Context: an optimization exercise on an open-source flow, tuned for small area. The choices shown serve that exercise and are no tape-out recipe.
Function was checked by simulation only, so behaviour that the tests miss may differ from the original.
In runs 1, 2 and 4 to 8 the design's own scripts or RTL, not TritonCTS, make the clock network.
The flow treats the clock pin as an ideal source. Dropping or thinning the clock tree relies on that and would not hold on a real chip.
Power and IR drop assume default switching activity.

==> flow/flow/run.sh <==
#!/bin/bash
# The standard layout (standard.sh), with these changes to how it is made:
#  - ports are buffered with sky130_fd_sc_hd__buf_1 instead of the resizer's
#    default choice;
#  - the clock tree is built by flow/clock_tree.tcl (a root buffer and one
#    buffer per cluster of flip-flops, each sized for its load) in place of
#    TritonCTS, which adds dummy loads and more buffers than needed.
# All tool output goes to standard.log (and ORFS's own logs under orfs/logs).
export BUFFER_PORTS_ARGS="-buffer_cell sky130_fd_sc_hd__buf_1"
export PRE_CTS_TCL="$(pwd)/flow/clock_tree.tcl"
export CT_NBUF=16 CT_SLEW=0.115 CT_ROOT=sky130_fd_sc_hd__clkbuf_8
bash standard.sh > standard.log 2>&1
==> flow/flow/clock_tree.tcl <==
# Small clock tree, built before CTS in place of TritonCTS: the clock port
# drives one root buffer, which drives CT_NBUF clock buffers, each driving
# the flip-flops of one cluster of
# the placement (k-means on the flip-flop positions, seeded by recursive
# median splits). Each buffer is then sized up from CT_CELLS until its
# estimated output slew is below CT_SLEW (ns).
set ct_nbuf 16
if { [info exists ::env(CT_NBUF)] } { set ct_nbuf $::env(CT_NBUF) }
set ct_cells {sky130_fd_sc_hd__clkbuf_2 sky130_fd_sc_hd__clkbuf_4 sky130_fd_sc_hd__clkbuf_8 sky130_fd_sc_hd__clkbuf_16}
if { [info exists ::env(CT_CELLS)] } { set ct_cells $::env(CT_CELLS) }
set ct_slew 0.100
if { [info exists ::env(CT_SLEW)] } { set ct_slew $::env(CT_SLEW) }

proc ct_split { pts n axis } {
  if { $n <= 1 || [llength $pts] < 2 } { return [list $pts] }
  set s [lsort -real -index $axis $pts]
  set na [expr { $n / 2 }]
  set h [expr { ([llength $s] * $na) / $n }]
  set ax [expr { 3 - $axis }]
  return [concat [ct_split [lrange $s 0 [expr { $h - 1 }]] $na $ax] \
                 [ct_split [lrange $s $h end] [expr { $n - $na }] $ax]]
}

proc ct_centre { grp } {
  set sx 0.0; set sy 0.0
  foreach p $grp { set sx [expr { $sx + [lindex $p 1] }]; set sy [expr { $sy + [lindex $p 2] }] }
  return [list [expr { $sx / [llength $grp] }] [expr { $sy / [llength $grp] }]]
}

set ct_block [ord::get_db_block]
set ct_clk [$ct_block findNet clk]
set ct_pts {}
foreach it [$ct_clk getITerms] {
  set bb [[$it getInst] getBBox]
  lappend ct_pts [list $it [expr { ([$bb xMin] + [$bb xMax]) / 2.0 }] [expr { ([$bb yMin] + [$bb yMax]) / 2.0 }]]
}
set ct_groups [ct_split $ct_pts $ct_nbuf 1]
# k-means refinement (Manhattan distance), at most 20 passes
for { set pass 0 } { $pass < 20 } { incr pass } {
  set cs {}
  foreach g $ct_groups { if { [llength $g] > 0 } { lappend cs [ct_centre $g] } }
  set ng {}
  foreach c $cs { lappend ng {} }
  foreach p $ct_pts {
    set best 0; set bd 1e30; set k 0
    foreach c $cs {
      set d [expr { abs([lindex $p 1] - [lindex $c 0]) + abs([lindex $p 2] - [lindex $c 1]) }]
      if { $d < $bd } { set bd $d; set best $k }
      incr k
    }
    lset ng $best [concat [lindex $ng $best] [list $p]]
  }
  set ct_groups $ng
}
puts "clock_tree: [llength $ct_pts] sinks, [llength $ct_groups] buffers"
set ct_master [[ord::get_db] findMaster [lindex $ct_cells 0]]
set ct_bufs {}
set ct_i 0
foreach grp $ct_groups {
  if { [llength $grp] == 0 } { continue }
  set c [ct_centre $grp]
  set buf [odb::dbInst_create $ct_block $ct_master clkbuf_ct_$ct_i]
  set net [odb::dbNet_create $ct_block clknet_ct_$ct_i]
  $net setSigType CLOCK
  [$buf findITerm A] connect $ct_clk
  [$buf findITerm X] connect $net
  foreach p $grp {
    set it [lindex $p 0]
    $it disconnect
    $it connect $net
  }
  $buf setLocation [expr { int([lindex $c 0]) }] [expr { int([lindex $c 1]) }]
  $buf setPlacementStatus PLACED
  lappend ct_bufs clkbuf_ct_$ct_i
  incr ct_i
}
# root buffer at the centre of the leaf buffers
set sx 0.0; set sy 0.0
foreach b $ct_bufs {
  set loc [[$ct_block findInst $b] getLocation]
  set sx [expr { $sx + [lindex $loc 0] }]; set sy [expr { $sy + [lindex $loc 1] }]
}
set ct_root sky130_fd_sc_hd__clkbuf_4
if { [info exists ::env(CT_ROOT)] } { set ct_root $::env(CT_ROOT) }
set root [odb::dbInst_create $ct_block [[ord::get_db] findMaster $ct_root] clkbuf_ct_root]
set rnet [odb::dbNet_create $ct_block clknet_ct_root]
$rnet setSigType CLOCK
foreach b $ct_bufs {
  set it [[$ct_block findInst $b] findITerm A]
  $it disconnect
  $it connect $rnet
}
[$root findITerm A] connect $ct_clk
[$root findITerm X] connect $rnet
$root setLocation [expr { int($sx / [llength $ct_bufs]) }] [expr { int($sy / [llength $ct_bufs]) }]
$root setPlacementStatus PLACED
$ct_clk setSigType CLOCK
set_propagated_clock [all_clocks]
# size each buffer
foreach cell [lrange $ct_cells 1 end] {
  estimate_parasitics -placement
  foreach b $ct_bufs {
    if { [get_property [get_pins $b/X] slew_max] > $ct_slew } {
      replace_cell [get_cells $b] [get_lib_cells $cell]
    }
  }
}
estimate_parasitics -placement
foreach b [concat $ct_bufs clkbuf_ct_root] {
  set inst [$ct_block findInst $b]
  puts "clock_tree: $b [[$inst getMaster] getName] sinks [expr { [llength [[[$inst findITerm X] getNet] getITerms]] - 1 }] slew [get_property [get_pins $b/X] slew_max]"
}

proc clock_tree_synthesis { args } {
  set_propagated_clock [all_clocks]
}
==> flow/standard.sh <==
#!/bin/bash
# synth_recipe.tcl (not shown) runs the flow's synth.tcl, then flattens the netlist and writes it again
# the make line also repeats each setting of config.mk as NAME=value (left out here)
make -C /OpenROAD-flow-scripts/flow DESIGN_CONFIG=/design/flow/config.mk WORK_HOME=/design/flow/orfs CLKGATE_MAP_FILE= SYNTH_SCRIPT=/design/flow/synth_recipe.tcl "${@:-finish}"
==> flow/config.mk <==
export PLATFORM = sky130hd
export DESIGN_NAME = zone_color_detector
export DESIGN_NICKNAME = zone_color_detector
export VERILOG_FILES = /design/flow/design.v
export SDC_FILE = /design/flow/constraint.sdc
export NUM_CORES = 4
export LEC_CHECK = 0
export CAP_MARGIN = 20
export CORE_MARGIN = 2
export CORE_UTILIZATION = 75
export SLEW_MARGIN = 20
==> flow/constraint.sdc <==
create_clock -name core_clock -period 10.0 [get_ports {clk}]
set_input_delay 2.0000 -clock core_clock [delete_from_list [all_inputs] [get_ports {clk}]]
set_output_delay 2.0000 -clock core_clock [all_outputs]
set_load 0.01 [all_outputs]
==> flow/design.v <==
package zone_det_pkg;
  localparam int R_W = 5;
  localparam int G_W = 6;
  localparam int B_W = 5;
  localparam int SRW = 10;
  localparam int SGW = 11;
endpackage
module zone_add #(
  parameter int W = 10
) (
  input  logic [W-1:0] a,
  input  logic [W-1:0] b,
  input  logic         ci,
  output logic [W-1:0] s,
  output logic         co
);
  logic [W:0] c;
  assign c[0] = ci;
  for (genvar i = 0; i < W; i++) begin : g_bit
    assign s[i]   = a[i] ^ b[i] ^ c[i];
    assign c[i+1] = (a[i] & b[i]) | (a[i] & c[i]) | (b[i] & c[i]);
  end
  assign co = c[W];
endmodule
module zone_accum (
  input  logic [zone_det_pkg::SRW-1:0] r_q,
  input  logic [zone_det_pkg::SGW-1:0] g_q,
  input  logic [zone_det_pkg::SRW-1:0] b_q,
  input  logic [zone_det_pkg::SRW-1:0] op_r,
  input  logic [zone_det_pkg::SGW-1:0] op_g,
  input  logic [zone_det_pkg::SRW-1:0] op_b,
  input  logic                         ci_r,
  input  logic                         ci_g,
  input  logic                         ci_b,
  output logic [zone_det_pkg::SRW-1:0] r_d,
  output logic [zone_det_pkg::SGW-1:0] g_d,
  output logic [zone_det_pkg::SRW-1:0] b_d,
  output logic                         co_r,
  output logic                         co_g,
  output logic                         co_b
);
  zone_add #(.W(zone_det_pkg::SRW)) u_r (.a(r_q), .b(op_r), .ci(ci_r), .s(r_d), .co(co_r));
  zone_add #(.W(zone_det_pkg::SGW)) u_g (.a(g_q), .b(op_g), .ci(ci_g), .s(g_d), .co(co_g));
  zone_add #(.W(zone_det_pkg::SRW)) u_b (.a(b_q), .b(op_b), .ci(ci_b), .s(b_d), .co(co_b));
endmodule
module zone_color_detector (
  input  logic        clk,
  input  logic        reset,
  input  logic        frame_start,
  input  logic        pix_valid,
  input  logic [15:0] pix_data,
  input  logic [4:0]  r_min,
  input  logic [5:0]  g_max,
  input  logic [4:0]  b_max,
  input  logic [4:0]  r_minus_g,
  input  logic [4:0]  r_minus_b,
  output logic [8:0]  zone_hit,
  output logic [3:0]  hit_count,
  output logic        result_valid,
  output logic        frame_abort
);
  localparam int SRW = zone_det_pkg::SRW;
  localparam int SGW = zone_det_pkg::SGW;
  logic [8:0] x_q, x_d;
  logic [7:0] y_q, y_d;
  logic       post, idle_st, comp, step, inc;
  logic [4:0] t_a, t_c, t_d, t_e;
  logic [5:0] t_g;
  logic [SRW-1:0] ra_q, rb_q, rc_q, ba_q, bb_q, bc_q;
  logic [SGW-1:0] ga_q, gb_q, gc_q;
  logic [SRW-1:0] r_sum, b_sum, op_r, op_b;
  logic [SGW-1:0] g_sum, op_g;
  logic           ci_r, ci_g, ci_b, co_r, co_g, co_b;
  logic       fail_q, seen_q;
  logic [8:0] pend_q, zone_hit_q;
  logic       result_valid_q, frame_abort_q;
  logic       win_x, win_row, grp, clr_row, rot, clr, x_end;
  logic [4:0] v;
  logic [2:0] l;
  logic [3:0] blk;
  logic [4:0] off;
  logic       ph, race;
  assign post    = (y_q[7:4] == 4'hF);           
  assign idle_st = post && x_q[1] && x_q[0];     
  assign comp    = post && x_q[1] && !x_q[0];    
  assign step    = pix_valid && !post;           
  assign inc     = (pix_valid && !post) || (post && !(x_q[1] && x_q[0]));
  logic [9:0] x_c;
  logic [8:0] y_c;
  logic [8:0] x_s;
  logic [7:0] y_s;
  logic       x_wrap;
  assign x_wrap = inc && (x_q == 9'd319);
  assign x_c[0] = inc;
  assign y_c[0] = x_wrap;
  for (genvar i = 0; i < 9; i++) begin : g_xinc
    assign x_s[i]   = x_q[i] ^ x_c[i];
    assign x_c[i+1] = x_q[i] & x_c[i];
  end
  for (genvar i = 0; i < 8; i++) begin : g_yinc
    assign y_s[i]   = y_q[i] ^ y_c[i];
    assign y_c[i+1] = y_q[i] & y_c[i];
  end
  assign x_d = frame_start ? {8'd0, pix_valid} : (x_wrap ? 9'd0 : x_s);
  assign y_d = frame_start ? 8'd0 : y_s;
  assign x_end   = (x_q == 9'd319);
  assign win_x   = (x_q >= 9'd51  && x_q <= 9'd55)  ||
                   (x_q >= 9'd158 && x_q <= 9'd162) ||
                   (x_q >= 9'd264 && x_q <= 9'd268);
  assign win_row = (y_q >= 8'd38  && y_q <= 8'd42)  ||
                   (y_q >= 8'd118 && y_q <= 8'd122) ||
                   (y_q >= 8'd198 && y_q <= 8'd202);
  assign v       = y_q[7:3];
  assign l       = y_q[2:0];
  assign grp     = (v >= 5'd6  && v <= 5'd8)  ||
                   (v >= 5'd16 && v <= 5'd18) ||
                   (v >= 5'd26 && v <= 5'd28);
  assign clr_row = (v == 5'd3) || (v == 5'd11) || (v == 5'd19);
  assign blk     = x_q[8:5];
  assign off     = x_q[4:0];
  assign ph      = grp && (off < 5'd25);         
  assign race    = grp && !x_q[8] && (l >= 3'd1) && (l <= 3'd4);
  assign rot = step && (clr_row || (win_row && (x_q == 9'd128 || x_q == 9'd256 || x_end)) ||
                        (grp && l == 3'd7 && x_end));
  assign clr = step && clr_row;
  always_comb begin
    op_r = '0; op_g = '0; op_b = '0;
    ci_r = 1'b0; ci_g = 1'b0; ci_b = 1'b0;
    if (win_row && win_x) begin
      op_r = SRW'(pix_data[15:11]);
      op_g = SGW'(pix_data[10:5]);
      op_b = SRW'(pix_data[4:0]);
    end
    if (race) begin
      ci_r = 1'b1;
      ci_b = 1'b1;
      op_g = SGW'(2);
    end
    if (ph && blk == 4'd0 && l == 3'd0) begin
      op_b = SRW'(t_e);
      op_g = SGW'({t_d, 1'b0});
    end
    if (ph && blk == 4'd0 && l == 3'd5) begin
      op_g = {5'h1F, ~t_d, 1'b1};
      ci_g = 1'b1;
    end
    if (ph && blk == 4'd1 && l == 3'd5) begin
      op_g = {5'h1F, ~t_g};
      ci_g = (off != 5'd0);
    end
    if (ph && blk == 4'd0 && l == 3'd6) begin
      op_b = {5'h1F, ~t_e};
      ci_b = 1'b1;
    end
    if (ph && blk == 4'd1 && l == 3'd6) begin
      op_b = {5'h1F, ~t_c};
      ci_b = (off != 5'd0);
    end
    if (ph && blk == 4'd0 && l == 3'd7) begin
      op_r = {5'h1F, ~t_a};
      ci_r = 1'b1;
    end
    if (!step) begin
      op_r = '0; op_g = '0; op_b = '0;
      ci_r = 1'b0; ci_g = 1'b0; ci_b = 1'b0;
    end
  end
  zone_accum u_acc (
    .r_q (ra_q), .g_q (ga_q), .b_q (ba_q),
    .op_r(op_r), .op_g(op_g), .op_b(op_b),
    .ci_r(ci_r), .ci_g(ci_g), .ci_b(ci_b),
    .r_d (r_sum), .g_d (g_sum), .b_d (b_sum),
    .co_r(co_r), .co_g(co_g), .co_b(co_b)
  );
  always_ff @(posedge clk) begin
    if (clr) begin
      ra_q <= '0; ga_q <= '0; ba_q <= '0;
    end else if (rot) begin
      ra_q <= rb_q; ga_q <= gb_q; ba_q <= bb_q;
    end else begin
      ra_q <= r_sum; ga_q <= g_sum; ba_q <= b_sum;
    end
    if (rot) begin
      rb_q <= rc_q; gb_q <= gc_q; bb_q <= bc_q;
      rc_q <= ra_q; gc_q <= ga_q; bc_q <= ba_q;
    end
  end
  logic fail_d, seen_d;
  always_comb begin
    fail_d = fail_q;
    seen_d = seen_q;
    if (step && grp) begin
      if (ph && blk == 4'd0 && l == 3'd0 && (co_b || co_g)) fail_d = 1'b1;
      if (race && (co_b || co_g) && !(seen_q || co_r)) fail_d = 1'b1;
      if (race && co_r) seen_d = 1'b1;
      if (ph && blk <= 4'd1 && l == 3'd5 && !co_g) seen_d = 1'b1;
      if (ph && blk <= 4'd1 && l == 3'd6 && !co_b) seen_d = 1'b1;
      if (x_end && (l == 3'd5 || l == 3'd6) && !seen_q) fail_d = 1'b1;
      if (ph && blk == 4'd0 && l == 3'd7 && !co_r) fail_d = 1'b1;
    end
    if (step && x_end && !(l >= 3'd1 && l <= 3'd3)) seen_d = 1'b0;
    if (step && x_end && l == 3'd7) fail_d = 1'b0;
  end
  always_ff @(posedge clk) begin
    fail_q <= fail_d;
    seen_q <= seen_d;
    if (step && grp && l == 3'd7 && x_end) pend_q <= {!fail_q, pend_q[8:1]};
    if (frame_start) begin
      t_a <= r_min;
      t_g <= g_max;
      t_c <= b_max;
      t_d <= r_minus_g;
      t_e <= r_minus_b;
    end
  end
  always_ff @(posedge clk) begin
    if (reset) begin
      x_q            <= 9'd3;
      y_q            <= 8'd240;
      zone_hit_q     <= '0;
      result_valid_q <= 1'b0;
      frame_abort_q  <= 1'b0;
    end else begin
      x_q            <= x_d;
      y_q            <= y_d;
      frame_abort_q  <= frame_start && !idle_st;
      result_valid_q <= comp && !frame_start;
      if (comp && !frame_start) zone_hit_q <= pend_q;
    end
  end
  assign zone_hit     = zone_hit_q;
  assign hit_count    = 4'(zone_hit_q[0]) + 4'(zone_hit_q[1]) + 4'(zone_hit_q[2]) +
                        4'(zone_hit_q[3]) + 4'(zone_hit_q[4]) + 4'(zone_hit_q[5]) +
                        4'(zone_hit_q[6]) + 4'(zone_hit_q[7]) + 4'(zone_hit_q[8]);
  assign result_valid = result_valid_q;
  assign frame_abort  = frame_abort_q;
endmodule
==> impl_metrics.csv, run 1 <==
group,metric,value,unit
status,outcome,"no timing/DRC/antenna violations",
global_route,grt_pass1_vias,4186,
synth,synthArstFlopShare,0,%
floorplanning,core,0.009109,mm^2
setup_path,critPathLaunchType,"primary input",
synth,ys_warn_count,1,
synth,synth_edf_count,97,
detailed_routing,drt_iter0_drc,217,
setup_path,cp-end-kind,"flop",
synth,synth_area_leaders,"edfxtp_1, dfxtp_1, fa_1, mux2i_1, ha_1",
setup_path,worstPathRequired,10370,ps
detailed_routing,final_antenna_net_count,0,
pwr,p_per_area,159.8,mW/mm^2
timing,fin_crit,7583,ps
setup_path,crit_chain,"buf_1 -> nand2_1 -> a311oi_1 -> fa_1 -> fa_1 -> fa_1 -> fa_1 -> fa_1 -> fa_1 -> fa_1 -> fa_1 -> fa_1 -> fa_1 -> fa_1 -> nor3b_1 -> o21ai_0 -> o22ai_1 -> a22o_1",
synth,synthesis.area,0.006962,mm^2
final_layout,layout.nets,680,
pwr,ir_worst_vdd,0.1334,mV
floorplanning,dieArea,0.01007,mm^2
timing,fmax,131.9,MHz
min_path,hp-class,"reg2reg",
setup_path,cpMostUsedCell,"fa_1",
timing,rsz0062_at_grt,"no",
place,place_ws,2053,ps
detailed_routing,wl_per_cell,18.00,um
timing,finalSetupViolCount,0,
floorplanning,die_x,100.3,um
synth,synth_flop_cell,"edfxtp_1",
global_route,antenna_found_initial,0,
clock_tree,clk_pin_slew,110,ps
floorplanning,initial_core_util,76.43,%
clock_tree,ctsResizeCount,0,
timing,worst_pin_slew,1001,ps
global_route,grt_remaining_overflow,0,
clock_tree,post-cts-setup-buffer-count,0,
synth,synth_seq_area_share,59.38,%
synth,synth_top_cell_by_area,"edfxtp_1",
timing,hold_viol_final,0,
synth,synth_top_area_share,41.84,%
pwr,p_leak,3.098,nW
timing,skew,35.94,ps
timing,setup_tns,0,ps
final_layout,drive_gt1_share,6.736,%
synth,synth-seq-cells,158,
timing,post-route-period-util,75.83,%
clock_tree,clock_latency,450,ps
run,maxCapViolations,0,
floorplanning,rows,35,
floorplanning,die-height,100.3,um
timing,setup_slack,2417,ps
synth,syn_area_per_cell,13.44,um^2
setup_path,critPathMaxStageDelay,540,ps
global_route,gr-usage-all-layers,25.58,%
detailed_routing,routed_via_density,6.048,
floorplanning,io_pins,61,
place,dp_hpwl,8702,um
place,globalplace.congestion,0.8886,
global_route,grtUsageMet1,37.67,%
global_route,globalRouteMet3Util,2.855,%
timing,drv_slew,0,
detailed_routing,routed_wl,12420,um
setup_path,cp.buffers_inverters,1,
setup_path,worstPathMaxFanout,20,
synth,ys_types,52,
final_layout,area_growth,6.686,%
final_layout,final_util,81.54,%
global_route,met2_usage,41.92,%
place,port_buffers,60,
setup_path,cp_slowest_cell,"nand2_1",
setup_path,crit_type,"in2reg",
global_route,grt_max_degree,45,
synth,synthCells,518,
clock_tree,cts_hold_buf,0,
setup_path,path_delay_family,"adder cells",
timing,slew_headroom,33.15,%
detailed_routing,drt_pass1_iterations,5,
final_layout,insertedDiodeCount,0,
global_route,grt.busiest_layer,"met2",
detailed_routing,drc,0,
detailed_routing,vias,4173,
global_route,grt_first_pass_wirelength,20340,um
timing,fin_hold_ws,402.3,ps
setup_path,crit_arrival,7950,ps
[layer usage]
metal	share of wire (%)	vias up	routed length, um
li1	-	1983	-
met1	43	2010	5381
met5	0	-	0
met3	6.3	23	788
met4	2.4	0	301
met2	48	157	5950
[power by group]
part / internal [mW] / switching (mW) / leakage (nW) / total, mW
clock: 0.0853 / 0.178 / 0.0829 / 0.264
sequential: 0.748 / 0.0400 / 1.37 / 0.788
combinational: 0.0628 / 0.0725 / 1.65 / 0.135
total: 0.896 / 0.291 / 3.10 / 1.19
[Yosys cell counts, types with 8 or more instances]
cell,number
mux2i_1,40
fa_1,36
nand2_1,20
inv_1,26
nand2b_1,11
ha_1,17
a21oi_1,11
o21ai_0,11
nor3_1,8
dfxtp_1,61
clkbuf_1,17
nor2_1,55
edfxtp_1,97
[cells by family (layout without fill, tap and decap cells)]
group	count (synthesis)	count (layout)	share of synthesized area, %
XOR/XNOR	6	6	0.7550
flip-flops	158	158	59.38
AO/OA/AOI/OAI	70	70	7.207
buffers and inverters	49	110	2.822
AND/OR/NAND/NOR	142	142	10.68
multiplexers	40	40	5.751
adder cells (fa/ha/maj)	53	53	13.41
[state kept, by name, indices dropped and copies added, names as in the netlist, 9 cells and up]
signal      flops
ga_q           11
gb_q           11
gc_q           11
ba_q           10
bb_q           10
bc_q           10
ra_q           10
rb_q           10
rc_q           10
pend_q          9
x_q             9
zone_hit_q      9
[path summary, 6_finish.rpt]
check | to | cells past startpoint | from | slack [ps]
max | seen_q$_SDFFE_PP0P_ | 18 | pix_valid | 2420
min | gb_q[8]$_DFFE_PP_ | 0 | gc_q[8]$_DFFE_PP_ | 400
max reg2reg | seen_q$_SDFFE_PP0P_ | 20 | y_q[5]$_SDFF_PP1_ | 2570
min reg2reg | gb_q[8]$_DFFE_PP_ | 0 | gc_q[8]$_DFFE_PP_ | 400
[layout make-up]
type / instances / area [um^2]
flip-flops and latches: 158 / 4134
fillers: 542 / 1682
plain buffers: 17 / 137.6
well taps: 111 / 138.9
inverters: 26 / 97.59
repair buffers: 67 / 279.0
multi-input cells: 311 / 2640
[worst reg2reg max path, cell delays in order (launching register included)]
cell and delay, ps:
dfxtp_1 420, or4b_4 580, a311oi_2 270, o21ai_2 210, nor3_2 520, a311oi_1 210
fa_1 460, fa_1 410, fa_1 420, fa_1 410, fa_1 400, fa_1 400
fa_1 400, fa_1 400, fa_1 400, fa_1 390, fa_1 420, nor3b_1 190
o21ai_0 120, o22ai_1 180, a22o_1 150
[metrics by stage]
stage | instance area [um^2] | std cells | power (mW)
4_1_cts | 7427 | 690 | 1.196
5_1_grt | 7427 | 690 | 1.244
2_1_floorplan | 6962 | 518 | 0.8892
3_3_place_gp | 7289 | 673 | 0.9257
3_5_place_dp | 7289 | 673 | 0.9381
6_report | 7427 | 690 | 1.187
[cells in the final DEF (no fill, tap or decap), types with 10 or more instances in the layout]
cell	n
edfxtp_1	97
dfxtp_1	61
buf_1	59
nor2_1	55
mux2i_1	40
fa_1	36
inv_1	26
nand2_1	20
ha_1	17
clkbuf_4	14
o21ai_0	11
a21oi_1	11
nand2b_1	10
==> run 2, diff against run 1 <==
--- a/flow/config.mk
+++ b/flow/config.mk
@@ -5,7 +5,7 @@
 export SDC_FILE = /design/flow/constraint.sdc
 export NUM_CORES = 4
 export LEC_CHECK = 0
-export CAP_MARGIN = 20
+export CAP_MARGIN = 0
 export CORE_MARGIN = 2
 export CORE_UTILIZATION = 75
-export SLEW_MARGIN = 20
+export SLEW_MARGIN = 0
==> impl_metrics.csv, run 2 <==
group,metric,value,unit
synth,synthMuxAreaShare,5.751,%
detailed_routing,drt_pass1_iterations,5,
timing,rsz0062_at_grt,"no",
final_layout,reg_top3,"ga_q: 11 flops, gb_q: 11 flops, gc_q: 11 flops",
detailed_routing,drc,0,
synth,synth_top_area_share,41.84,%
synth,synthesis.area,0.006962,mm^2
floorplanning,rows,35,
floorplanning,dieArea,0.01007,mm^2
timing,fin_hold_ws,402.3,ps
setup_path,worstPathRequired,10370,ps
synth,syn_area_per_cell,13.44,um^2
global_route,gr-usage-all-layers,25.58,%
final_layout,layout_commonest_cell,"edfxtp_1",
pwr,comb_power_share,11.4,%
setup_path,setup.worst_path.end,"seen_q$_SDFFE_PP0P_",
clock_tree,ctsResizeCount,0,
status,outcome,"no timing/DRC/antenna violations",
synth,synth_area_leaders,"edfxtp_1, dfxtp_1, fa_1, mux2i_1, ha_1",
final_layout,insertedDiodeCount,0,
synth,synthCells,518,
pwr,ir_worst_vdd,0.1334,mV
min_path,hp-class,"reg2reg",
place,globalplace.congestion,0.8886,
synth,synth.most_common_cell,"edfxtp_1",
synth,synth_flop_cell,"edfxtp_1",
final_layout,drive_gt1_share,6.736,%
setup_path,crit_arrival,7950,ps
global_route,grt_first_pass_wirelength,20340,um
global_route,antenna_found_initial,0,
setup_path,critPathLaunchType,"primary input",
setup_path,r2r-end,"seen_q$_SDFFE_PP0P_",
pwr,swShare,24.50,%
timing,post-route-period-util,75.83,%
detailed_routing,routed_via_density,6.048,
synth,synthSimpleGateAreaFrac,10.68,%
synth,yosys-top-cells-count,"edfxtp_1, dfxtp_1, nor2_1, mux2i_1, fa_1",
clock_tree,clk_pin_slew,110,ps
synth,synthArstFlopShare,0,%
timing,hold_viol_final,0,
timing,worst_pin_slew,1001,ps
setup_path,worstPathMaxFanout,20,
final_layout,area_growth,6.686,%
pwr,internal_power,0.8958,mW
pwr,p_per_area,159.8,mW/mm^2
synth,synth_top_family_by_area,"adder cells",
setup_path,crit_start,"pix_valid",
detailed_routing,drt_iter0_drc,217,
pwr,sequentialPowerShare,66.4,%
global_route,grt_max_degree,45,
synth,ys_types,52,
floorplanning,die-height,100.3,um
clock_tree,post-cts-setup-buffer-count,0,
timing,setup_tns,0,ps
synth,synth_edf_count,97,
final_layout,layout.nets,680,
global_route,grt_pass1_vias,4186,
place,dp_hpwl,8702,um
detailed_routing,final_antenna_net_count,0,
floorplanning,initial_core_util,76.43,%
synth,synth_xor_area_share,0.7549,%
synth,synth_seq_area_share,59.38,%
detailed_routing,wl_per_cell,18.00,um
timing,slew_headroom,33.15,%
pwr,p_switching,0.2908,mW
synth,synth_top_cell_by_area,"edfxtp_1",
setup_path,crit_type,"in2reg",
setup_path,reg2reg_slack,2570,ps
timing,drv_slew,0,
pwr,p_leak,3.098,nW
timing,finalSetupViolCount,0,
pwr,pwr-share-clk,22.2,%
floorplanning,die_x,100.3,um
setup_path,rr_startpoint,"y_q[5]$_SDFF_PP1_",
timing,fmax,131.9,MHz
synth,ys_warn_count,1,
global_route,grt_remaining_overflow,0,
detailed_routing,routed_wl,12420,um
timing,skew,35.94,ps
setup_path,cp-end-kind,"flop",
run,maxCapViolations,0,
final_layout,final_cell_mix,"edfxtp_1, dfxtp_1, buf_1, nor2_1, mux2i_1",
clock_tree,clock_latency,450,ps
setup_path,rr_worst_depth,20,
synth,synth_compound_area_share,7.207,%
floorplanning,io_pins,61,
clock_tree,cts_hold_buf,0,
synth,synth-seq-cells,158,
timing,fin_crit,7583,ps
place,port_buffers,60,
synth,synthAdderAreaFrac,13.41,%
detailed_routing,vias,4173,
floorplanning,core,0.009109,mm^2
## run 2: cell counts in the layout (fill, tap and decap cells not counted)
Identical to the previous run, type by type.
## run 2: final cells by class
type,count,area (um^2)
plain buffers,17,137.6
well taps,111,138.9
repair buffers,67,279.0
flip-flops and latches,158,4134
fillers,542,1682
inverters,26,97.59
multi-input cells,311,2640
## run 2: layer usage
metal  track usage, %  vias to the layer above  part of all wire (%)
met5                0                        -                     0
met4            6.006                        0                   2.4
met3            2.855                       23                   6.3
met2            41.92                      157                    48
met1            37.67                     2010                    43
li1                 -                     1983                     -
## run 2: critical path: stages
cell,delay [ps]
buf_1,110
nand2_1,540
a311oi_1,150
fa_1,460
fa_1,410
fa_1,420
fa_1,400
fa_1,400
fa_1,400
fa_1,400
fa_1,400
fa_1,400
fa_1,390
fa_1,420
nor3b_1,180
o21ai_0,120
o22ai_1,180
a22o_1,150
## run 2: worst min-delay path by stage
stage	from	to	slack, ps	cells past startpoint
final	gc_q[8]$_DFFE_PP_	gb_q[8]$_DFFE_PP_	400	0
after global routing	gc_q[8]$_DFFE_PP_	gb_q[8]$_DFFE_PP_	410	0
after CTS	gc_q[8]$_DFFE_PP_	gb_q[8]$_DFFE_PP_	410	0
after detailed placement	bc_q[5]$_DFFE_PP_	bb_q[5]$_DFFE_PP_	410	0
after global placement	gc_q[10]$_DFFE_PP_	gb_q[10]$_DFFE_PP_	400	0
after floorplan	bc_q[0]$_DFFE_PP_	bb_q[0]$_DFFE_PP_	400	0
## run 2: cells by family after synthesis
group,after synthesis
DFF,158
muxes,40
AOI/OAI and AO/OA,70
xor gates and xnor gates,6
adders and majority gates,53
and+or+nand+nor,142
buffers and inverters,49
## run 2: power groups by stage
stage	clock (mW)	sequential, mW	combinational [mW]
finish	0.264	0.788	0.135
global route	0.289	0.796	0.158
CTS	0.270	0.789	0.137
detailed placement	0	0.803	0.135
global placement	0	0.802	0.124
floorplan	0	0.792	0.0971
## run 2: through the flow
step	area (um^2)	cells	power, mW	util, %	worst slack [ps]
after floorplan	6962	518	0.8892	-	2787
after global placement	7289	673	0.9257	80.03	2246
after detailed placement	7289	673	0.9381	80.03	2053
after CTS	7427	690	1.196	81.54	2500
after global routing	7427	690	1.244	81.54	2196
final	7427	690	1.187	81.54	2417
==> run 3, diff against run 2 <==
--- a/flow/config.mk
+++ b/flow/config.mk
@@ -5,7 +5,7 @@
 export SDC_FILE = /design/flow/constraint.sdc
 export NUM_CORES = 4
 export LEC_CHECK = 0
-export CAP_MARGIN = 0
+export CAP_MARGIN = 20
 export CORE_MARGIN = 2
-export CORE_UTILIZATION = 75
-export SLEW_MARGIN = 0
+export CORE_UTILIZATION = 90
+export SLEW_MARGIN = 20
==> impl_metrics.csv, run 3 <==
group,metric,value,unit
synth,synth_top_cell_by_area,"edfxtp_1",
clock_tree,post-cts-setup-buffer-count,0,
place,place_ws,1912,ps
floorplanning,initial_core_util,91.51,%
place,globalplace.congestion,0.8717,
synth,synth.most_common_cell,"edfxtp_1",
synth,synth_compound_area_share,7.207,%
synth,synthArstFlopShare,0,%
place,placed_area,0.007268,mm^2
synth,synth_area_leaders,"edfxtp_1, dfxtp_1, fa_1, mux2i_1, ha_1",
status,outcome,"aborted with a tool error",
synth,synth_top_area_share,41.84,%
floorplanning,die_x,91.95,um
synth,syn_area_per_cell,13.44,um^2
global_route,grt_remaining_overflow,65,
place,port_buffers,60,
synth,synthSimpleGateAreaFrac,10.68,%
status,stop_error,"[ERROR GRT-0232] Routing congestion too high. Check the congestion heatmap in the GUI.",
clock_tree,ctsResizeCount,0,
floorplanning,io_pins,61,
synth,ys_types,52,
synth,synth-seq-cells,158,
synth,synthesis.area,0.006962,mm^2
synth,synth_seq_area_share,59.38,%
synth,synth_xor_area_share,0.7549,%
clock_tree,cts_hold_buf,0,
synth,synthCells,518,
synth,synthAdderAreaFrac,13.41,%
floorplanning,rows,32,
synth,synth_flop_cell,"edfxtp_1",
synth,yosys-top-cells-count,"edfxtp_1, dfxtp_1, nor2_1, mux2i_1, fa_1",
status,stop_stage,"5_1_grt",
place,dp_hpwl,12580,um
synth,synthMuxAreaShare,5.751,%
synth,synth_top_family_by_area,"adder cells",
synth,ys_warn_count,1,
synth,synth_edf_count,97,
floorplanning,die-height,91.95,um
global_route,grt_max_degree,34,
place,dp.cells,663,
global_route,gr-usage-all-layers,75.23,%
[run 3: cell counts after synthesis]
Identical to the previous run, type by type.
[run 3: how the worst max path moves through the flow]
stage,from,end,slack [ps],cells past startpoint
2_1_floorplan,pix_valid,seen_q$_SDFFE_PP0P_,2790,18
3_3_place_gp,pix_valid,seen_q$_SDFFE_PP0P_,2290,18
3_5_place_dp,pix_valid,seen_q$_SDFFE_PP0P_,1910,18
4_1_cts,pix_valid,seen_q$_SDFFE_PP0P_,2210,18
[run 3: layer usage]
metal	GRT overflow	global-route usage [%]
met5	0	1.282
met4	27	80.35
met3	0	50.70
met2	38	93.32
met1	0	79.98
[run 3: power by group through the flow]
stage	sequential (mW)	combinational (mW)	clock, mW
after CTS	0.800	0.182	0.283
after global placement	0.799	0.122	0
after detailed placement	0.810	0.163	0
after floorplan	0.792	0.0971	0
[run 3: cell families after synthesis]
family                     Yosys count
xor gates and xnor gates             6
buffers and inverters               49
muxes                               40
DFF                                158
AOI/OAI and AO/OA                   70
and+or+nand+nor                    142
adders and majority gates           53
==> run 4, diff against run 3 <==
--- a/flow/flow/run.sh
+++ b/flow/flow/run.sh
@@ -4,9 +4,11 @@
 #    default choice;
 #  - the clock tree is built by flow/clock_tree.tcl (a root buffer and one
 #    buffer per cluster of flip-flops, each sized for its load) in place of
-#    TritonCTS, which adds dummy loads and more buffers than needed.
+#    TritonCTS, which adds dummy loads and more buffers than needed;
+#  - after CTS, flow/recover.tcl sizes down gates with slack to spare.
 # All tool output goes to standard.log (and ORFS's own logs under orfs/logs).
 export BUFFER_PORTS_ARGS="-buffer_cell sky130_fd_sc_hd__buf_1"
 export PRE_CTS_TCL="$(pwd)/flow/clock_tree.tcl"
+export POST_CTS_TCL="$(pwd)/flow/recover.tcl"
 export CT_NBUF=16 CT_SLEW=0.115 CT_ROOT=sky130_fd_sc_hd__clkbuf_8
 bash standard.sh > standard.log 2>&1
==> flow/flow/recover.tcl (new file) <==
# Sourced after CTS (POST_CTS_TCL): size down gates that have timing slack to
# spare (the resizer's power recovery, which also saves area), then legalize.
set_propagated_clock [all_clocks]
estimate_parasitics -placement
repair_timing -recover_power 100
detailed_placement
check_placement -verbose
--- a/flow/config.mk
+++ b/flow/config.mk
@@ -7,5 +7,6 @@
 export LEC_CHECK = 0
 export CAP_MARGIN = 20
 export CORE_MARGIN = 2
-export CORE_UTILIZATION = 90
+export CORE_UTILIZATION = 60
+export GPL_TIMING_DRIVEN = 0
 export SLEW_MARGIN = 20
==> impl_metrics.csv, run 4 <==
group,metric,value,unit
status,outcome,"no timing/DRC/antenna violations",
place,placed_area,0.007407,mm^2
final_layout,final_cells,741,
detailed_routing,drt_pass1_iterations,7,
clock_tree,clk_pin_slew,100,ps
global_route,antenna_found_initial,0,
place,dp.cells,722,
synth,syn_area_per_cell,13.44,um^2
timing,skew,44.94,ps
synth,synth_flop_cell,"edfxtp_1",
place,place_ws,2070,ps
global_route,grt_remaining_overflow,0,
setup_path,rr_worst_depth,20,
synth,ys_types,52,
setup_path,crit_type,"in2reg",
final_layout,finalInstanceArea,0.007575,mm^2
setup_path,crit_arrival,7860,ps
min_path,hp-class,"reg2reg",
final_layout,final_util,66.62,%
synth,synth_area_leaders,"edfxtp_1, dfxtp_1, fa_1, mux2i_1, ha_1",
floorplanning,io_pins,61,
global_route,gr-usage-all-layers,21.06,%
synth,synth-seq-cells,158,
floorplanning,die-height,111.7,um
timing,setup_tns,0,ps
place,dp_hpwl,9288,um
detailed_routing,final_antenna_net_count,0,
floorplanning,initial_core_util,61.23,%
final_layout,area_growth,8.807,%
setup_path,critPathLaunchType,"primary input",
synth,ys_warn_count,1,
timing,slew_headroom,31.22,%
final_layout,drive_gt1_share,6.522,%
synth,synthCells,518,
timing,rsz0062_at_grt,"no",
clock_tree,clock_latency,470,ps
final_layout,insertedDiodeCount,0,
synth,synth_top_area_share,41.84,%
final_layout,final_cell_mix,"edfxtp_1, dfxtp_1, buf_1, nor2_1, mux2i_1",
pwr,fin_total_pwr,1.195,mW
timing,finalSetupViolCount,0,
global_route,grt_pass1_vias,4322,
setup_path,worstPathRequired,10400,ps
final_layout,layout_commonest_cell,"edfxtp_1",
pwr,p_per_area,157.7,mW/mm^2
detailed_routing,routed_via_density,5.690,
detailed_routing,drt_iter0_drc,280,
timing,fin_crit,7457,ps
floorplanning,dieArea,0.01248,mm^2
timing,fin_hold_ws,414.9,ps
run,maxCapViolations,0,
detailed_routing,vias,4216,
floorplanning,rows,39,
global_route,grt_max_degree,43,
detailed_routing,drc,0,
min_path,worstHoldPathCells,0,
final_layout,layout.nets,699,
synth,synthesis.area,0.006962,mm^2
synth,synth_edf_count,97,
setup_path,worstPathMaxFanout,10,
pwr,p_leak,3.130,nW
floorplanning,core,0.01137,mm^2
timing,post-route-period-util,74.57,%
timing,setup_slack,2543,ps
timing,drv_slew,0,
setup_path,cp-end-kind,"flop",
timing,fmax,134.1,MHz
synth,yosys-top-cells-count,"edfxtp_1, dfxtp_1, nor2_1, mux2i_1, fa_1",
detailed_routing,wl_per_cell,17.55,um
synth,synthArstFlopShare,0,%
final_layout,reg_top3,"ga_q: 11 flops, gb_q: 11 flops, gc_q: 11 flops",
place,port_buffers,59,
global_route,grt_first_pass_wirelength,21480,um
place,globalplace.congestion,0.8937,
pwr,ir_worst_vdd,0.1166,mV
detailed_routing,routed_wl,13010,um
synth,synth.most_common_cell,"edfxtp_1",
timing,hold_viol_final,0,
synth,synth_top_cell_by_area,"edfxtp_1",
synth,synth_seq_area_share,59.38,%
timing,worst_pin_slew,1032,ps
floorplanning,die_x,111.7,um
## run 4: logic make-up after synthesis
logic type / after synthesis / share of synthesized area (%)
AND/OR/NAND/NOR: 142 / 10.68
AO/OA/AOI/OAI: 70 / 7.207
multiplexers: 40 / 5.751
flip-flops: 158 / 59.38
buffers and inverters: 49 / 2.822
XOR/XNOR: 6 / 0.7550
adder cells (fa/ha/maj): 53 / 13.41
## run 4: final timing paths
| path | startpoint | endpoint | slack (ps) |
|---|---|---|---|
| max | pix_valid | seen_q$_SDFFE_PP0P_ | 2540 |
| min | gc_q[3]$_DFFE_PP_ | gb_q[3]$_DFFE_PP_ | 410 |
| max reg2reg | y_q[6]$_SDFF_PP1_ | seen_q$_SDFFE_PP0P_ | 2650 |
| min reg2reg | gc_q[3]$_DFFE_PP_ | gb_q[3]$_DFFE_PP_ | 410 |
## run 4: area by class of cell
cell class,instances,area [um^2]
Inverter,26,97.59
Multi-Input combinational cell,311,2643
Tap cell,143,178.9
Timing Repair Buffer,63,280.3
Fill cell,829,3795
Sequential cell,158,4134
Buffer,40,241.5
## run 4: worst max-delay path, cell delays in order
cell,delay (ps)
buf_1,100
nand2_1,100
clkbuf_1,430
a311oi_1,150
fa_1,440
fa_1,440
fa_1,400
fa_1,410
fa_1,400
fa_1,400
fa_1,390
fa_1,390
fa_1,390
fa_1,400
fa_1,420
nor3b_1,180
o21ai_0,110
o22ai_1,160
a22o_1,150
## run 4: layer usage
metal | global-route usage (%) | up-vias | part of all wire [%]
li1 | - | 2020 | -
met5 | 0 | - | 0
met3 | 2.940 | 19 | 5.8
met4 | 3.374 | 0 | 1.6
met2 | 34.10 | 110 | 46
met1 | 31.54 | 2067 | 47
## run 4: where the power goes
part | internal (mW) | switching (mW) | leakage [nW]
combinational | 0.0635 | 0.0731 | 1.68
sequential | 0.747 | 0.0371 | 1.37
clock | 0.0894 | 0.184 | 0.0855
==> run 5, diff against run 4 <==
--- a/flow/config.mk
+++ b/flow/config.mk
@@ -7,6 +7,6 @@
 export LEC_CHECK = 0
 export CAP_MARGIN = 20
 export CORE_MARGIN = 2
-export CORE_UTILIZATION = 60
+export CORE_UTILIZATION = 75
 export GPL_TIMING_DRIVEN = 0
 export SLEW_MARGIN = 20
==> impl_metrics.csv, run 5 <==
group,metric,value,unit
status,outcome,"no timing/DRC/antenna violations",
synth,synthMuxAreaShare,5.751,%
detailed_routing,drc,0,
synth,syn_area_per_cell,13.44,um^2
place,port_buffers,59,
pwr,p_switching,0.2998,mW
synth,synth_top_cell_by_area,"edfxtp_1",
setup_path,worstPathMaxFanout,10,
timing,post-route-period-util,75.77,%
synth,synthCells,518,
setup_path,cp-end-kind,"flop",
global_route,grt_first_pass_wirelength,21560,um
synth,synthesis.area,0.006962,mm^2
global_route,met2_usage,45.22,%
global_route,grt.busiest_layer,"met2",
synth,synth_flop_cell,"edfxtp_1",
setup_path,path_delay_family,"adder cells",
floorplanning,initial_core_util,76.43,%
synth,synth_top_family_by_area,"adder cells",
detailed_routing,wl_per_cell,18.23,um
final_layout,regArea,0.004134,mm^2
pwr,sequentialPowerShare,65.2,%
synth,ys_warn_count,1,
place,dp_hpwl,9320,um
synth,synth_top_area_share,41.84,%
timing,setup_tns,0,ps
global_route,grtUsageMet1,39.27,%
final_layout,area_growth,7.926,%
synth,synth.most_common_cell,"edfxtp_1",
timing,finalSetupViolCount,0,
synth,synth_xor_area_share,0.7549,%
floorplanning,dieArea,0.01007,mm^2
pwr,internal_power,0.9071,mW
final_layout,layout.nets,698,
synth,yosys-top-cells-count,"edfxtp_1, dfxtp_1, nor2_1, mux2i_1, fa_1",
floorplanning,io_pins,61,
clock_tree,clk_pin_slew,100,ps
pwr,comb_power_share,11.9,%
final_layout,final_cells,708,
setup_path,cp_slowest_cell,"clkbuf_1",
final_layout,drive_gt1_share,6.365,%
detailed_routing,routed_wl,12910,um
pwr,ir_worst_vdd,0.1297,mV
min_path,hp-class,"reg2reg",
final_layout,reg_top3,"ga_q: 11 flops, gb_q: 11 flops, gc_q: 11 flops",
synth,synth_edf_count,97,
clock_tree,clock_latency,450,ps
timing,worst_pin_slew,771.2,ps
pwr,p_leak,3.119,nW
setup_path,crit_arrival,7950,ps
floorplanning,core,0.009109,mm^2
setup_path,worstPathRequired,10380,ps
final_layout,insertedDiodeCount,0,
timing,drv_slew,0,
timing,slew_headroom,48.31,%
synth,synthArstFlopShare,0,%
synth,synthAdderAreaFrac,13.41,%
global_route,gr-usage-all-layers,27.04,%
global_route,antenna_found_initial,0,
pwr,pwr-share-clk,22.9,%
global_route,grt_max_degree,49,
final_layout,multi_input_area,0.002643,mm^2
detailed_routing,drt_iter0_drc,239,
timing,skew,29.63,ps
final_layout,final_cell_mix,"edfxtp_1, dfxtp_1, buf_1, nor2_1, mux2i_1",
detailed_routing,drt_pass1_iterations,5,
final_layout,fillers,507,
setup_path,crit_chain,"buf_1 -> nand2_1 -> clkbuf_1 -> a311oi_1 -> fa_1 -> fa_1 -> fa_1 -> fa_1 -> fa_1 -> fa_1 -> fa_1 -> fa_1 -> fa_1 -> fa_1 -> fa_1 -> nor3b_1 -> o21ai_0 -> o22ai_1 -> a22o_1",
synth,synth_area_leaders,"edfxtp_1, dfxtp_1, fa_1, mux2i_1, ha_1",
synth,synth_seq_area_share,59.38,%
timing,hold_viol_final,0,
synth,synth_compound_area_share,7.207,%
timing,fin_crit,7577,ps
pwr,swShare,24.84,%
synth,synthSimpleGateAreaFrac,10.68,%
detailed_routing,final_antenna_net_count,0,
run,maxCapViolations,0,
setup_path,cpMostUsedCell,"fa_1",
global_route,grt_remaining_overflow,0,
setup_path,critPathMaxStageDelay,460,ps
synth,ys_types,52,
floorplanning,die-height,100.3,um
pwr,p_per_area,160.6,mW/mm^2
final_layout,layout_commonest_cell,"edfxtp_1",
place,dp.cells,690,
detailed_routing,vias,4308,
synth,synth-seq-cells,158,
place,globalplace.congestion,0.9319,
global_route,grt_pass1_vias,4398,
floorplanning,rows,35,
setup_path,critPathLaunchType,"primary input",
timing,fmax,132.0,MHz
detailed_routing,routed_via_density,6.085,
setup_path,crit_type,"in2reg",
timing,rsz0062_at_grt,"no",
global_route,globalRouteMet3Util,2.994,%
setup_path,cp.buffers_inverters,2,
floorplanning,die_x,100.3,um
-- run 5: layer usage --
layer  vias up  part of all wire [%]  wire length (um)
met5         -                     0                 0
met3        27                   6.2               803
li1       2028                     -                 -
met1      2102                    43              5491
met4         0                   2.3               302
met2       151                    49              6308
-- run 5: power by group through the flow --
stage / clock network [mW] / logic [mW] / registers (mW)
detailed placement: 0 / 0.141 / 0.802
floorplan: 0 / 0.0971 / 0.792
global route: 0.299 / 0.165 / 0.795
finish: 0.277 / 0.143 / 0.787
global placement: 0 / 0.123 / 0.798
-- run 5: final cells by class --
class	instances	area share [%]
flip-flops and latches	158	55.02
multi-input cells	311	35.17
repair buffers	62	3.331
plain buffers	40	3.331
well taps	111	1.848
inverters	26	1.299
-- run 5: final timing paths --
path / startpoint / to / slack (ps) / cells after the start
setup reg to reg: y_q[5]$_SDFF_PP1_ / seen_q$_SDFFE_PP0P_ / 2640 / 21
setup / recovery: pix_valid / seen_q$_SDFFE_PP0P_ / 2420 / 19
hold / removal: bc_q[8]$_DFFE_PP_ / bb_q[8]$_DFFE_PP_ / 410 / 0
hold reg to reg: bc_q[8]$_DFFE_PP_ / bb_q[8]$_DFFE_PP_ / 410 / 0
-- run 5: kinds of logic (layout without fill, tap and decap cells) --
group | after synthesis | after routing
compound gates | 70 | 70
xor+xnor | 6 | 6
fa+ha+maj | 53 | 53
buf+inv | 49 | 128
flops | 158 | 158
mux | 40 | 40
simple gates | 142 | 142
-- run 5: metrics by stage --
step / power, mW / cell area (um^2) / utilization (%) / setup WS (ps) / hold slack, ps
floorplan: 0.8892 / 6962 / - / 2787 / 400.3
global placement: 0.9215 / 7322 / 80.38 / 2162 / 401.2
detailed placement: 0.9436 / 7375 / 80.96 / 2068 / 405.5
global route: 1.259 / 7513 / 82.49 / 2181 / 419.2
finish: 1.207 / 7513 / 82.49 / 2423 / 405.0
==> run 6, diff against run 5 <==
--- a/flow/config.mk
+++ b/flow/config.mk
@@ -8,5 +8,4 @@
 export CAP_MARGIN = 20
 export CORE_MARGIN = 2
 export CORE_UTILIZATION = 75
-export GPL_TIMING_DRIVEN = 0
 export SLEW_MARGIN = 20
==> impl_metrics.csv, run 6 <==
group,metric,value,unit
floorplanning,rows,35,
floorplanning,dieArea,0.01007,mm^2
setup_path,crit_start,"pix_valid",
global_route,gr-usage-all-layers,25.61,%
synth,synthArstFlopShare,0,%
min_path,hold_path_end,"gb_q[8]$_DFFE_PP_",
place,globalplace.congestion,0.8886,
setup_path,rr_startpoint,"y_q[5]$_SDFF_PP1_",
synth,synth_flop_cell,"edfxtp_1",
status,outcome,"no timing/DRC/antenna violations",
global_route,grt_max_degree,45,
clock_tree,clk_pin_slew,110,ps
timing,slew_headroom,32.64,%
synth,synthMuxAreaShare,5.751,%
clock_tree,clock_latency,450,ps
global_route,grt_first_pass_wirelength,20370,um
setup_path,cp_slowest_cell,"nand2_1",
timing,rsz0062_at_grt,"no",
pwr,comb_power_share,11.4,%
detailed_routing,wl_per_cell,18.20,um
place,place_ws,2053,ps
setup_path,worstPathMaxFanout,20,
detailed_routing,routed_via_density,6.097,
setup_path,crit_chain,"buf_1 -> nand2_1 -> a311oi_1 -> fa_1 -> fa_1 -> fa_1 -> fa_1 -> fa_1 -> fa_1 -> fa_1 -> fa_1 -> fa_1 -> fa_1 -> fa_1 -> nor3b_1 -> o21ai_0 -> o22ai_1 -> a22o_1",
synth,synth_top_cell_by_area,"edfxtp_1",
synth,yosys-top-cells-count,"edfxtp_1, dfxtp_1, nor2_1, mux2i_1, fa_1",
synth,synth_compound_area_share,7.207,%
detailed_routing,drt_pass1_iterations,5,
floorplanning,die-height,100.3,um
floorplanning,core,0.009109,mm^2
synth,syn_area_per_cell,13.44,um^2
timing,drv_slew,0,
synth,ys_types,52,
place,port_buffers,60,
final_layout,final_cells,692,
setup_path,cp.buffers_inverters,1,
timing,setup_tns,0,ps
final_layout,fillers,541,
synth,synthSimpleGateAreaFrac,10.68,%
setup_path,rr_worst_depth,20,
place,dp.cells,673,
pwr,p_switching,0.2916,mW
final_layout,area_growth,7.207,%
setup_path,critPathMaxStageDelay,530,ps
min_path,hp-class,"reg2reg",
floorplanning,die_x,100.3,um
pwr,sequentialPowerShare,66.3,%
place,dp_hpwl,8702,um
detailed_routing,routed_wl,12590,um
setup_path,reg2reg_slack,2570,ps
synth,synthAdderAreaFrac,13.41,%
detailed_routing,drt_iter0_drc,238,
pwr,swShare,24.55,%
setup_path,crit_arrival,7930,ps
setup_path,r2r-end,"seen_q$_SDFFE_PP0P_",
pwr,p_leak,3.114,nW
synth,synth_seq_area_share,59.38,%
timing,worst_pin_slew,1009,ps
final_layout,final_cell_mix,"edfxtp_1, dfxtp_1, buf_1, nor2_1, mux2i_1",
detailed_routing,vias,4219,
setup_path,path_delay_family,"adder cells",
timing,hold_viol_final,0,
synth,synthCells,518,
detailed_routing,drc,0,
final_layout,layout.nets,682,
setup_path,critPathLaunchType,"primary input",
synth,synth-seq-cells,158,
global_route,antenna_found_initial,0,
synth,synth_top_area_share,41.84,%
pwr,p_per_area,159.1,mW/mm^2
final_layout,insertedDiodeCount,0,
setup_path,worstPathRequired,10370,ps
timing,finalSetupViolCount,0,
timing,fin_crit,7559,ps
timing,fin_hold_ws,399.2,ps
global_route,grt_pass1_vias,4186,
synth,synth_xor_area_share,0.7549,%
final_layout,layout_commonest_cell,"edfxtp_1",
synth,synth.most_common_cell,"edfxtp_1",
pwr,pwr-share-clk,22.2,%
synth,synth_top_family_by_area,"adder cells",
detailed_routing,final_antenna_net_count,0,
final_layout,reg_top3,"ga_q: 11 flops, gb_q: 11 flops, gc_q: 11 flops",
setup_path,cpMostUsedCell,"fa_1",
min_path,worstHoldPathCells,0,
timing,skew,38.26,ps
setup_path,crit_type,"in2reg",
synth,synth_edf_count,97,
global_route,grt_remaining_overflow,0,
floorplanning,initial_core_util,76.43,%
min_path,hold_start,"gc_q[8]$_DFFE_PP_",
timing,setup_slack,2441,ps
timing,fmax,132.3,MHz
timing,post-route-period-util,75.59,%
setup_path,cp-end-kind,"flop",
synth,ys_warn_count,1,
pwr,internal_power,0.8960,mW
synth,synthesis.area,0.006962,mm^2
synth,synth_area_leaders,"edfxtp_1, dfxtp_1, fa_1, mux2i_1, ha_1",
pwr,ir_worst_vdd,0.1335,mV
run,maxCapViolations,0,
floorplanning,io_pins,61,
final_layout,drive_gt1_share,6.713,%
## run 6: cell counts after synthesis
Identical to the previous run, type by type.
## run 6: kinds of logic after synthesis
kind of cell / after synthesis
mux: 40
flops: 158
fa+ha+maj: 53
simple gates: 142
xor+xnor: 6
compound gates: 70
buf+inv: 49
## run 6: area by class of cell
class	instances	area, um^2	area share [%]
tap	111	138.9	1.861
sequential	158	4134	55.39
multi-input combinational	311	2638	35.34
buffer	17	137.6	1.844
timing repair buffer	69	317.8	4.258
inverter	26	97.59	1.308
## run 6: power by group through the flow
stage	Sequential, mW	Combinational (mW)	Clock, mW
finish	0.788	0.136	0.264
detailed placement	0.803	0.135	0
global placement	0.802	0.124	0
global route	0.796	0.158	0.289
floorplan	0.792	0.0971	0
## run 6: metrics by stage
stage	power [mW]	utilization (%)	cell area, um^2
global placement	0.9257	80.03	7289
floorplan	0.8892	-	6962
detailed placement	0.9381	80.03	7289
global route	1.244	81.94	7463
finish	1.188	81.94	7463
## run 6: worst max-delay path by stage
stage	endpoint	slack, ps	cells past startpoint
detailed placement	seen_q$_SDFFE_PP0P_	2050	18
floorplan	seen_q$_SDFFE_PP0P_	2790	18
global placement	seen_q$_SDFFE_PP0P_	2250	18
global route	seen_q$_SDFFE_PP0P_	2190	18
finish	seen_q$_SDFFE_PP0P_	2440	18
## run 6: metal layers
metal | up-vias | wire, um | track usage [%]
met5 | - | 0 | 0
met4 | 0 | 330 | 6.006
met3 | 25 | 729 | 2.855
met2 | 147 | 6044 | 41.82
met1 | 2059 | 5487 | 37.87
li1 | 1988 | - | -
==> run 7, diff against run 6 <==
--- a/flow/config.mk
+++ b/flow/config.mk
@@ -7,5 +7,5 @@
 export LEC_CHECK = 0
 export CAP_MARGIN = 20
 export CORE_MARGIN = 2
-export CORE_UTILIZATION = 75
+export CORE_UTILIZATION = 60
 export SLEW_MARGIN = 20
==> impl_metrics.csv, run 7 <==
group,metric,value,unit
pwr,ir_worst_vdd,0.1203,mV
global_route,grt_pass1_vias,4208,
detailed_routing,routed_via_density,5.731,
timing,hold_viol_final,0,
final_layout,reg_top3,"ga_q: 11 flops, gb_q: 11 flops, gc_q: 11 flops",
synth,syn_area_per_cell,13.44,um^2
timing,finalSetupViolCount,0,
synth,ys_warn_count,1,
place,dp_hpwl,8606,um
floorplanning,core,0.01137,mm^2
place,placed_area,0.007330,mm^2
global_route,gr-usage-all-layers,20.71,%
floorplanning,die_x,111.7,um
synth,synthMuxAreaShare,5.751,%
global_route,grt_max_degree,63,
synth,ys_types,52,
timing,skew,55.64,ps
clock_tree,clock_latency,460,ps
synth,synthArstFlopShare,0,%
timing,rsz0062_at_grt,"no",
setup_path,crit_arrival,7940,ps
setup_path,cp-end-kind,"flop",
detailed_routing,vias,4149,
floorplanning,rows,39,
detailed_routing,wl_per_cell,17.53,um
place,dp.cells,705,
synth,synth.most_common_cell,"edfxtp_1",
setup_path,rr_worst_depth,20,
place,globalplace.congestion,0.8166,
floorplanning,io_pins,61,
synth,synthCells,518,
synth,synth_top_area_share,41.84,%
timing,fmax,132.4,MHz
setup_path,worstPathRequired,10380,ps
pwr,p_leak,3.119,nW
setup_path,rr_startpoint,"y_q[6]$_SDFF_PP1_",
floorplanning,die-height,111.7,um
synth,yosys-top-cells-count,"edfxtp_1, dfxtp_1, nor2_1, mux2i_1, fa_1",
synth,synth_flop_cell,"edfxtp_1",
timing,fin_crit,7555,ps
synth,synthSimpleGateAreaFrac,10.68,%
floorplanning,initial_core_util,61.23,%
detailed_routing,drt_pass1_iterations,4,
min_path,worstHoldPathCells,0,
min_path,hold_start,"gc_q[2]$_DFFE_PP_",
detailed_routing,final_antenna_net_count,0,
detailed_routing,routed_wl,12690,um
setup_path,reg2reg_slack,2620,ps
timing,slew_headroom,48.55,%
final_layout,final_cell_mix,"edfxtp_1, dfxtp_1, buf_1, nor2_1, mux2i_1",
pwr,p_per_area,159.0,mW/mm^2
run,maxCapViolations,0,
timing,setup_tns,0,ps
final_layout,layout.nets,682,
global_route,antenna_found_initial,0,
synth,synth_compound_area_share,7.207,%
synth,synth_xor_area_share,0.7549,%
synth,synth_top_family_by_area,"adder cells",
synth,synth_edf_count,97,
synth,synth_area_leaders,"edfxtp_1, dfxtp_1, fa_1, mux2i_1, ha_1",
detailed_routing,drt_iter0_drc,312,
timing,fin_hold_ws,396.0,ps
global_route,grt_first_pass_wirelength,21110,um
timing,drv_slew,0,
synth,synth_top_cell_by_area,"edfxtp_1",
final_layout,final_util,66.15,%
final_layout,final_cells,724,
status,outcome,"no timing/DRC/antenna violations",
final_layout,finalInstanceArea,0.007521,mm^2
setup_path,critPathLaunchType,"primary input",
final_layout,insertedDiodeCount,0,
min_path,hp-class,"reg2reg",
setup_path,worstPathMaxFanout,20,
min_path,hold_path_end,"gb_q[2]$_DFFE_PP_",
synth,synth_seq_area_share,59.38,%
timing,post-route-period-util,75.55,%
setup_path,r2r-end,"seen_q$_SDFFE_PP0P_",
synth,synth-seq-cells,158,
synth,synthesis.area,0.006962,mm^2
final_layout,layout_commonest_cell,"edfxtp_1",
place,port_buffers,60,
global_route,grt_remaining_overflow,0,
detailed_routing,drc,0,
final_layout,area_growth,8.034,%
clock_tree,clk_pin_slew,100,ps
final_layout,drive_gt1_share,6.885,%
setup_path,crit_type,"in2reg",
floorplanning,dieArea,0.01248,mm^2
timing,worst_pin_slew,771.7,ps
synth,synthAdderAreaFrac,13.41,%
run 7: cell count changes in the layout (fill, tap and decap cells not counted):
cell	previous run	this run
buf_2	2	1
clkbuf_4	14	13
clkbuf_8	2	4
nand2b_1	11	10
nand2b_2	0	1
run 7: through the flow:
stage	setup slack [ps]	power (mW)
finish	2445	1.196
global placement	2222	0.9257
global route	2212	1.263
floorplan	2787	0.8892
detailed placement	2025	0.9340
run 7: worst max path at each step:
stage / start / to / depth (start not counted)
after floorplan: pix_valid / seen_q$_SDFFE_PP0P_ / 18
after global placement: pix_valid / seen_q$_SDFFE_PP0P_ / 18
after detailed placement: pix_valid / seen_q$_SDFFE_PP0P_ / 18
after global routing: pix_valid / seen_q$_SDFFE_PP0P_ / 18
final: pix_valid / seen_q$_SDFFE_PP0P_ / 18
run 7: metal layers:
layer	GRT usage (%)	share of wire (%)	wire length (um)
met5	0	0	0
met4	5.185	2.1	263
met3	2.776	5.7	719
met2	32.81	46	5838
met1	30.91	46	5868
run 7: cells by family (layout without fill, tap and decap cells):
| family | Yosys count | in the layout |
|---|---|---|
| simple gates | 142 | 142 |
| mux | 40 | 40 |
| xor+xnor | 6 | 6 |
| fa+ha+maj | 53 | 53 |
| flops | 158 | 158 |
| buf+inv | 49 | 112 |
| compound gates | 70 | 70 |
run 7: critical path, cell delays in order:
cell	delay, ps
buf_1	110
nand2_1	570
a311oi_1	150
fa_1	450
fa_1	430
fa_1	410
fa_1	400
fa_1	400
fa_1	400
fa_1	390
fa_1	390
fa_1	380
fa_1	400
fa_1	420
nor3b_1	200
o21ai_0	110
o22ai_1	150
a22o_1	140
run 7: where the power goes:
group | internal (mW) | switching [mW] | total (mW)
logic | 0.0618 | 0.0699 | 0.132
clock network | 0.0938 | 0.185 | 0.279
registers | 0.748 | 0.0381 | 0.786
run 7: cell type report:
| type | instances | area, um^2 |
|---|---|---|
| flip-flops and latches | 158 | 4134 |
| repair buffers | 69 | 320.3 |
| inverters | 26 | 97.59 |
| plain buffers | 17 | 150.1 |
| multi-input cells | 311 | 2640 |
| well taps | 143 | 178.9 |
| fillers | 850 | 3849 |
==> run 8, diff against run 7 <==
==> flow/flow/run.sh (replaced) <==
#!/bin/bash
# The standard layout (standard.sh), with these changes to how it is made:
#  - ports are buffered with sky130_fd_sc_hd__buf_1 instead of the resizer's
#    default choice;
#  - the clock tree is built by flow/clock_tree.tcl (a root buffer and one
#    buffer per cluster of flip-flops, each sized for its load) in place of
#    TritonCTS, which adds dummy loads and more buffers than needed;
#  - the buffers that synthesis (abc) inserted are removed at floorplan
#    (REMOVE_ABC_BUFFERS), and global placement is not timing-driven, so
#    the resizer's repair after placement alone buffers what needs it.
# All tool output goes to standard.log (and ORFS's own logs under orfs/logs).
export BUFFER_PORTS_ARGS="-buffer_cell sky130_fd_sc_hd__buf_1"
export REMOVE_ABC_BUFFERS=1
export PRE_CTS_TCL="$(pwd)/flow/clock_tree.tcl"
export CT_NBUF=16 CT_SLEW=0.115 CT_ROOT=sky130_fd_sc_hd__clkbuf_8
bash standard.sh > standard.log 2>&1
--- a/flow/config.mk
+++ b/flow/config.mk
@@ -7,5 +7,6 @@
 export LEC_CHECK = 0
 export CAP_MARGIN = 20
 export CORE_MARGIN = 2
-export CORE_UTILIZATION = 60
+export CORE_UTILIZATION = 75
+export GPL_TIMING_DRIVEN = 0
 export SLEW_MARGIN = 20
removed: flow/flow/recover.tcl
==> impl_metrics.csv, run 8 <==
group,metric,value,unit
final_layout,area_growth,8.052,%
global_route,antenna_found_initial,0,
timing,fin_crit,7857,ps
synth,synth_top_cell_by_area,"edfxtp_1",
setup_path,crit_arrival,8260,ps
setup_path,critPathLaunchType,"primary input",
detailed_routing,drt_iter0_drc,314,
final_layout,regArea,0.004135,mm^2
synth,synth.most_common_cell,"edfxtp_1",
floorplanning,rows,35,
status,outcome,"no timing/DRC/antenna violations",
clock_tree,ctsResizeCount,0,
global_route,grt_pass1_vias,4321,
global_route,gr-usage-all-layers,26.88,%
synth,synth_top_family_by_area,"adder cells",
synth,synthArstFlopShare,0,%
setup_path,rr_startpoint,"y_q[5]$_SDFF_PP1_",
pwr,fin_total_pwr,1.217,mW
synth,yosys-top-cells-count,"edfxtp_1, dfxtp_1, nor2_1, mux2i_1, fa_1",
timing,finalSetupViolCount,0,
detailed_routing,vias,4303,
synth,syn_area_per_cell,13.44,um^2
synth,synth_edf_count,97,
pwr,comb_power_share,11.1,%
timing,worst_pin_slew,887.6,ps
timing,setup_tns,0,ps
pwr,pwr-share-clk,24.3,%
run,maxCapViolations,0,
final_layout,multi_input_area,0.002660,mm^2
detailed_routing,routed_via_density,6.236,
synth,synthCells,518,
final_layout,layout_commonest_cell,"edfxtp_1",
final_layout,drive_gt1_share,7.427,%
global_route,grt_remaining_overflow,0,
final_layout,final_cells,690,
min_path,hold_start,"bc_q[6]$_DFFE_PP_",
synth,ys_types,52,
floorplanning,die-height,100.3,um
synth,ys_warn_count,1,
pwr,p_leak,3.131,nW
final_layout,insertedDiodeCount,0,
synth,synth_top_area_share,41.84,%
pwr,p_per_area,161.8,mW/mm^2
detailed_routing,final_antenna_net_count,0,
timing,post-route-period-util,78.57,%
place,dp.cells,673,
synth,synth_flop_cell,"edfxtp_1",
synth,synthSimpleGateAreaFrac,10.68,%
final_layout,reg_top3,"ga_q: 11 flops, gb_q: 11 flops, gc_q: 11 flops",
synth,synth_xor_area_share,0.7549,%
setup_path,crit_type,"in2reg",
pwr,sequentialPowerShare,64.6,%
synth,synthMuxAreaShare,5.751,%
synth,synth_area_leaders,"edfxtp_1, dfxtp_1, fa_1, mux2i_1, ha_1",
detailed_routing,drc,0,
setup_path,crit_start,"pix_valid",
setup_path,worstPathRequired,10400,ps
global_route,grt_max_degree,53,
final_layout,fillers,500,
floorplanning,io_pins,61,
pwr,internal_power,0.9200,mW
floorplanning,initial_core_util,76.43,%
setup_path,worstPathMaxFanout,20,
synth,synth-seq-cells,158,
pwr,swShare,24.42,%
synth,synthesis.area,0.006962,mm^2
synth,synthAdderAreaFrac,13.41,%
pwr,ir_worst_vdd,0.09721,mV
clock_tree,clk_pin_slew,100,ps
place,dp_hpwl,9236,um
final_layout,layout.nets,680,
detailed_routing,drt_pass1_iterations,6,
synth,synth_seq_area_share,59.38,%
final_layout,finalInstanceArea,0.007522,mm^2
pwr,p_switching,0.2973,mW
setup_path,reg2reg_slack,2430,ps
clock_tree,clock_latency,470,ps
timing,hold_viol_final,0,
timing,slew_headroom,40.69,%
place,port_buffers,60,
place,placed_area,0.007347,mm^2
floorplanning,core,0.009109,mm^2
timing,rsz0062_at_grt,"no",
detailed_routing,wl_per_cell,19.25,um
min_path,hp-class,"reg2reg",
global_route,grt_first_pass_wirelength,21310,um
setup_path,cp-end-kind,"flop",
floorplanning,dieArea,0.01007,mm^2
timing,fmax,127.3,MHz
place,globalplace.congestion,0.8317,
clock_tree,cts_hold_buf,0,
timing,skew,51.33,ps
detailed_routing,routed_wl,13280,um
clock_tree,post-cts-setup-buffer-count,0,
final_layout,final_cell_mix,"edfxtp_1, dfxtp_1, buf_1, nor2_1, mux2i_1",
synth,synth_compound_area_share,7.207,%
floorplanning,die_x,100.3,um
timing,drv_slew,0,
run 8: layout make-up:
class	instances	area share, %
Buffer	17	2.312
Sequential cell	158	54.97
Timing Repair Buffer	67	4.208
Tap cell	111	1.846
Inverter	26	1.297
Multi-Input combinational cell	311	35.36
run 8: power groups by stage:
stage	clock network (mW)	registers [mW]	logic, mW
2_1_floorplan	0	0.793	0.0947
3_3_place_gp	0	0.798	0.122
3_5_place_dp	0	0.802	0.136
4_1_cts	0.301	0.787	0.137
5_1_grt	0.320	0.795	0.157
6_report	0.295	0.786	0.135
run 8: final timing paths:
check	to	cells after the start
max	seen_q$_SDFFE_PP0P_	18
max reg2reg	seen_q$_SDFFE_PP0P_	20
min reg2reg	bb_q[6]$_DFFE_PP_	0
min	bb_q[6]$_DFFE_PP_	0
run 8: per-stage QoR:
step | setup slack (ps) | hold WS, ps | utilization [%]
floorplan | 2740 | 400.3 | -
global placement | 1923 | 401.9 | 79.34
detailed placement | 1770 | 405.1 | 80.66
CTS | 2214 | 406.9 | 82.57
global route | 2038 | 409.6 | 82.58
finish | 2143 | 405.3 | 82.58
run 8: layer usage:
| metal | share of wire (%) | GRT usage, % | vias to the layer above | wire [um] |
|---|---|---|---|---|
| li1 | - | - | 1987 | - |
| met1 | 40 | 36.83 | 2079 | 5286 |
| met2 | 50 | 46.05 | 213 | 6587 |
| met3 | 8.8 | 5.014 | 24 | 1174 |
| met4 | 1.7 | 5.058 | 0 | 231 |
| met5 | 0 | 0 | - | 0 |
run 8: critical path, cell delays in order:
cell and delay [ps]:
buf_1 120, nand2_1 670, a311oi_1 150, fa_1 460, fa_1 410, fa_1 400, fa_1 410, fa_1 400
fa_1 410, fa_1 410, fa_1 410, fa_1 400, fa_1 400, fa_1 450, nor3b_1 260, o21ai_0 160
o22ai_1 190, a22o_1 140
run 8: cells by family (layout without fill, tap and decap cells):
group,Yosys count,in the layout
XOR/XNOR,6,6
flip-flops,158,158
adder cells (fa/ha/maj),53,53
AND/OR/NAND/NOR,142,142
multiplexers,40,40
AO/OA/AOI/OAI,70,70
buffers and inverters,49,110

Setup slack of run 8, layout unchanged: 2.143 ns with ideal ports, 2.158 ns with driving cells assumed (clock clkbuf_16, inputs buf_2), 1.680 ns with port delays also shifted by the 0.478 ns mid clock arrival.
